Source: an optimization exercise on an open RTL-to-GDS flow (aim: small area). Production flows keep margins and buffers that such runs may drop. Where RTL was checked, it was by simulation tests only, not by an equivalence proof against the original. No activity file was given, so power comes from the tool's default toggle rates.

Setup of v6:
==> module reg_file, before the edit <==
module reg_file #(
  parameter int DATA_WIDTH = 32,
  parameter int ADDR_WIDTH = 5,
  parameter int ZERO_REG   = 31
) (
  input  logic                  clk,
  input  logic                  rst_n,
  input  logic [ADDR_WIDTH-1:0] read_reg1,
  input  logic [ADDR_WIDTH-1:0] read_reg2,
  input  logic [ADDR_WIDTH-1:0] write_reg,
  input  logic [DATA_WIDTH-1:0] write_data,
  input  logic                  reg_write,
  output logic [DATA_WIDTH-1:0] read_data1,
  output logic [DATA_WIDTH-1:0] read_data2
);
  localparam int W     = DATA_WIDTH;
  localparam int NREGS = 31;
  logic [NREGS-1:0] we, we_n;
  always_comb begin
    for (int i = 0; i < NREGS; i++) begin
      we[i] = reg_write && (write_reg == 5'(i));
    end
  end
  assign we_n = ~we;
  logic [NREGS-1:0] st_en, st_hold;
  rf_wdec u_wdec (
    .write_reg(write_reg), .reg_write(reg_write), .en(st_en), .hold(st_hold)
  );
  logic [NREGS-1:0] valid;
  always_ff @(posedge clk or negedge rst_n) begin
    if (!rst_n) begin
      valid <= '0;
    end else begin
      valid <= valid | we;
    end
  end
  logic [NREGS-1:0][W-1:0] mem, mem_d;
  for (genvar i = 0; i < NREGS; i++) begin : g_w
    for (genvar b = 0; b < W; b++) begin : g_b
      rf_hold u_h (
        .q(mem[i][b]), .hold(st_hold[i]), .d(write_data[b]), .en(st_en[i]),
        .y(mem_d[i][b])
      );
    end
  end
  always_ff @(posedge clk) begin
    mem <= mem_d;
  end
  logic write_live;
  assign write_live = reg_write && rst_n;
  logic [ADDR_WIDTH-1:0] rr [2];
  logic [W-1:0]          rd [2];
  assign rr[0] = read_reg1;
  assign rr[1] = read_reg2;
  logic [NREGS-1:0] wl;
  assign wl = we & {NREGS{rst_n}};
  for (genvar p = 0; p < 2; p++) begin : g_p
    logic        hit;
    logic [31:0] sel;
    assign hit = write_live && (write_reg == rr[p]) && (rr[p] != 5'(ZERO_REG));
    always_comb begin
      for (int i = 0; i < NREGS; i++) begin
        sel[i] = (rr[p] == 5'(i)) && valid[i] && !wl[i];
      end
      sel[31] = hit;
    end
    for (genvar b = 0; b < W; b++) begin : g_b
      logic [31:0] q;
      logic [9:0]  g_n;
      logic [3:0]  h;
      for (genvar i = 0; i < NREGS; i++) begin : g_q
        assign q[i] = mem[i][b];
      end
      assign q[31] = write_data[b];
      for (genvar k = 0; k < 10; k++) begin : g_g
        rf_aoi222 u_g (
          .a1(sel[3*k]),   .a2(q[3*k]),
          .b1(sel[3*k+1]), .b2(q[3*k+1]),
          .c1(sel[3*k+2]), .c2(q[3*k+2]),
          .y(g_n[k])
        );
      end
      rf_ao22  u_g10 (.a1(sel[30]), .a2(q[30]), .b1(sel[31]), .b2(q[31]), .y(h[3]));
      rf_nand4 u_h0 (.a(g_n[0]), .b(g_n[1]), .c(g_n[2]), .d(g_n[3]), .y(h[0]));
      rf_nand3 u_h1 (.a(g_n[4]), .b(g_n[5]), .c(g_n[6]), .y(h[1]));
      rf_nand3 u_h2 (.a(g_n[7]), .b(g_n[8]), .c(g_n[9]), .y(h[2]));
      rf_or4   u_o  (.a(h[0]), .b(h[1]), .c(h[2]), .d(h[3]), .y(rd[p][b]));
    end
  end
  assign read_data1 = rd[0];
  assign read_data2 = rd[1];
endmodule
==> module rf_wdec, before the edit <==
module rf_wdec (
  input  logic [4:0]  write_reg,
  input  logic        reg_write,
  output logic [30:0] en,
  output logic [30:0] hold
);
  always_comb begin
    for (int i = 0; i < 31; i++) begin
      en[i]   = reg_write && (write_reg == 5'(i));
      hold[i] = !en[i];
    end
  end
endmodule
export LEC_CHECK = 0
export CAP_MARGIN = 10
export CORE_MARGIN = 2
export CORE_UTILIZATION = 40
export CTS_BUF_LIST = sky130_fd_sc_hd__clkbuf_16
export CTS_CLUSTER_DIAMETER = 70
export CTS_CLUSTER_SIZE = 24
export SLEW_MARGIN = 10
export SYNTH_HIERARCHICAL = 1
create_clock -name core_clock -period 10.0 [get_ports {clk}]
standard.sh (not shown) runs the stock make flow with config.mk's settings and CLKGATE_MAP_FILE= SYNTH_SCRIPT=/design/flow/synth_recipe.tcl, a recipe that flattens the netlist after the stock synthesis.
==> flow/flow/run.sh <==
#!/bin/bash
# Layout flow: the standard synthesis unchanged, then the standard ORFS
# layout with the smallest buffer on each port (repair_design sizes them up
# where a port drives a large load).
set -uo pipefail
bash standard.sh synth > flow_synth.log 2>&1 || exit 1
bash standard.sh \
  BUFFER_PORTS_ARGS="-buffer_cell sky130_fd_sc_hd__buf_1" \
  finish > flow_layout.log 2>&1 || exit 1
v6 ran to completion and came out clean on the timing, DRC and antenna checks.
Inputs modified between v6 and v7:
==> flow/design.v, changed modules only <==
module reg_file #(
  parameter int DATA_WIDTH = 32,
  parameter int ADDR_WIDTH = 5,
  parameter int ZERO_REG   = 31
) (
  input  logic                  clk,
  input  logic                  rst_n,
  input  logic [ADDR_WIDTH-1:0] read_reg1,
  input  logic [ADDR_WIDTH-1:0] read_reg2,
  input  logic [ADDR_WIDTH-1:0] write_reg,
  input  logic [DATA_WIDTH-1:0] write_data,
  input  logic                  reg_write,
  output logic [DATA_WIDTH-1:0] read_data1,
  output logic [DATA_WIDTH-1:0] read_data2
);
  localparam int W     = DATA_WIDTH;
  localparam int NREGS = 31;
  logic [NREGS-1:0] we, we_n;
  always_comb begin
    for (int i = 0; i < NREGS; i++) begin
      we[i] = reg_write && (write_reg == 5'(i));
    end
  end
  assign we_n = ~we;
  logic [NREGS-1:0] valid;
  always_ff @(posedge clk or negedge rst_n) begin
    if (!rst_n) begin
      valid <= '0;
    end else begin
      valid <= valid | we;
    end
  end
  logic [NREGS-1:0][W-1:0] mem, mem_d;
  for (genvar i = 0; i < NREGS; i++) begin : g_w
    for (genvar b = 0; b < W; b++) begin : g_b
      rf_hold u_h (
        .q(mem[i][b]), .hold(we_n[i]), .d(write_data[b]), .en(we[i]),
        .y(mem_d[i][b])
      );
    end
  end
  always_ff @(posedge clk) begin
    mem <= mem_d;
  end
  logic write_live;
  assign write_live = reg_write && rst_n;
  logic [ADDR_WIDTH-1:0] rr [2];
  logic [W-1:0]          rd [2];
  assign rr[0] = read_reg1;
  assign rr[1] = read_reg2;
  logic [NREGS-1:0] wl;
  assign wl = we & {NREGS{rst_n}};
  for (genvar p = 0; p < 2; p++) begin : g_p
    logic        hit;
    logic [31:0] sel;
    assign hit = write_live && (write_reg == rr[p]) && (rr[p] != 5'(ZERO_REG));
    always_comb begin
      for (int i = 0; i < NREGS; i++) begin
        sel[i] = (rr[p] == 5'(i)) && valid[i] && !wl[i];
      end
      sel[31] = hit;
    end
    for (genvar b = 0; b < W; b++) begin : g_b
      logic [31:0] q;
      logic [9:0]  g_n;
      logic [3:0]  h;
      for (genvar i = 0; i < NREGS; i++) begin : g_q
        assign q[i] = mem[i][b];
      end
      assign q[31] = write_data[b];
      for (genvar k = 0; k < 10; k++) begin : g_g
        rf_aoi222 u_g (
          .a1(sel[3*k]),   .a2(q[3*k]),
          .b1(sel[3*k+1]), .b2(q[3*k+1]),
          .c1(sel[3*k+2]), .c2(q[3*k+2]),
          .y(g_n[k])
        );
      end
      rf_ao22  u_g10 (.a1(sel[30]), .a2(q[30]), .b1(sel[31]), .b2(q[31]), .y(h[3]));
      rf_nand4 u_h0 (.a(g_n[0]), .b(g_n[1]), .c(g_n[2]), .d(g_n[3]), .y(h[0]));
      rf_nand3 u_h1 (.a(g_n[4]), .b(g_n[5]), .c(g_n[6]), .y(h[1]));
      rf_nand3 u_h2 (.a(g_n[7]), .b(g_n[8]), .c(g_n[9]), .y(h[2]));
      rf_or4   u_o  (.a(h[0]), .b(h[1]), .c(h[2]), .d(h[3]), .y(rd[p][b]));
    end
  end
  assign read_data1 = rd[0];
  assign read_data2 = rd[1];
endmodule
// module rf_wdec removed
==> results.txt <==
The final reports for v7 and v6 show global-route met1 utilization lower in the former. Lower final core area utilization goes to v7 over v6. Between v6 and v7, complex-gate fraction of the synthesized area decreased. Taking v6 as the reference, in v7 worst setup margin rose by 0.26 ns; net switching power fell by 0.000070 W. Of v6 and v7, the higher cell area belongs to v6. Between v6 and v7, the fill cell total of the finished layout figures differ only marginally.
The RTL of v6 was laid out without a check of its function.

separate check: timing with driven ports:
In the flow no input, the clock included, has a driving cell. The finished layouts below were timed again as built, in two steps. Step 1, drivers: a clkbuf_16 drives clk and a buf_2 each remaining input, both assumed. Step 2 adds t to the input delays and takes it off the output delays; t is the mean of the earliest and latest rising clock arrival at the registers after step 1. Input paths then give back, and output paths get back, about the clock's delay inside the block. a / b / c = ideal ports / drivers / drivers and shift; a / b = the first two.
run | shift t [ns] | slack for setup (ns) | worst data-port slew with drivers (ns)
v6 | 0.748 | 1.953 / 1.925 / 1.925 | 0.11
v7 | 0.746 | 2.216 / 2.193 / 2.193 | 0.05
After both steps every run listed still meets setup and hold. The setup slack of v6, which loses most, moves by -0.028 ns with the drivers and by -0.028 ns with both steps.
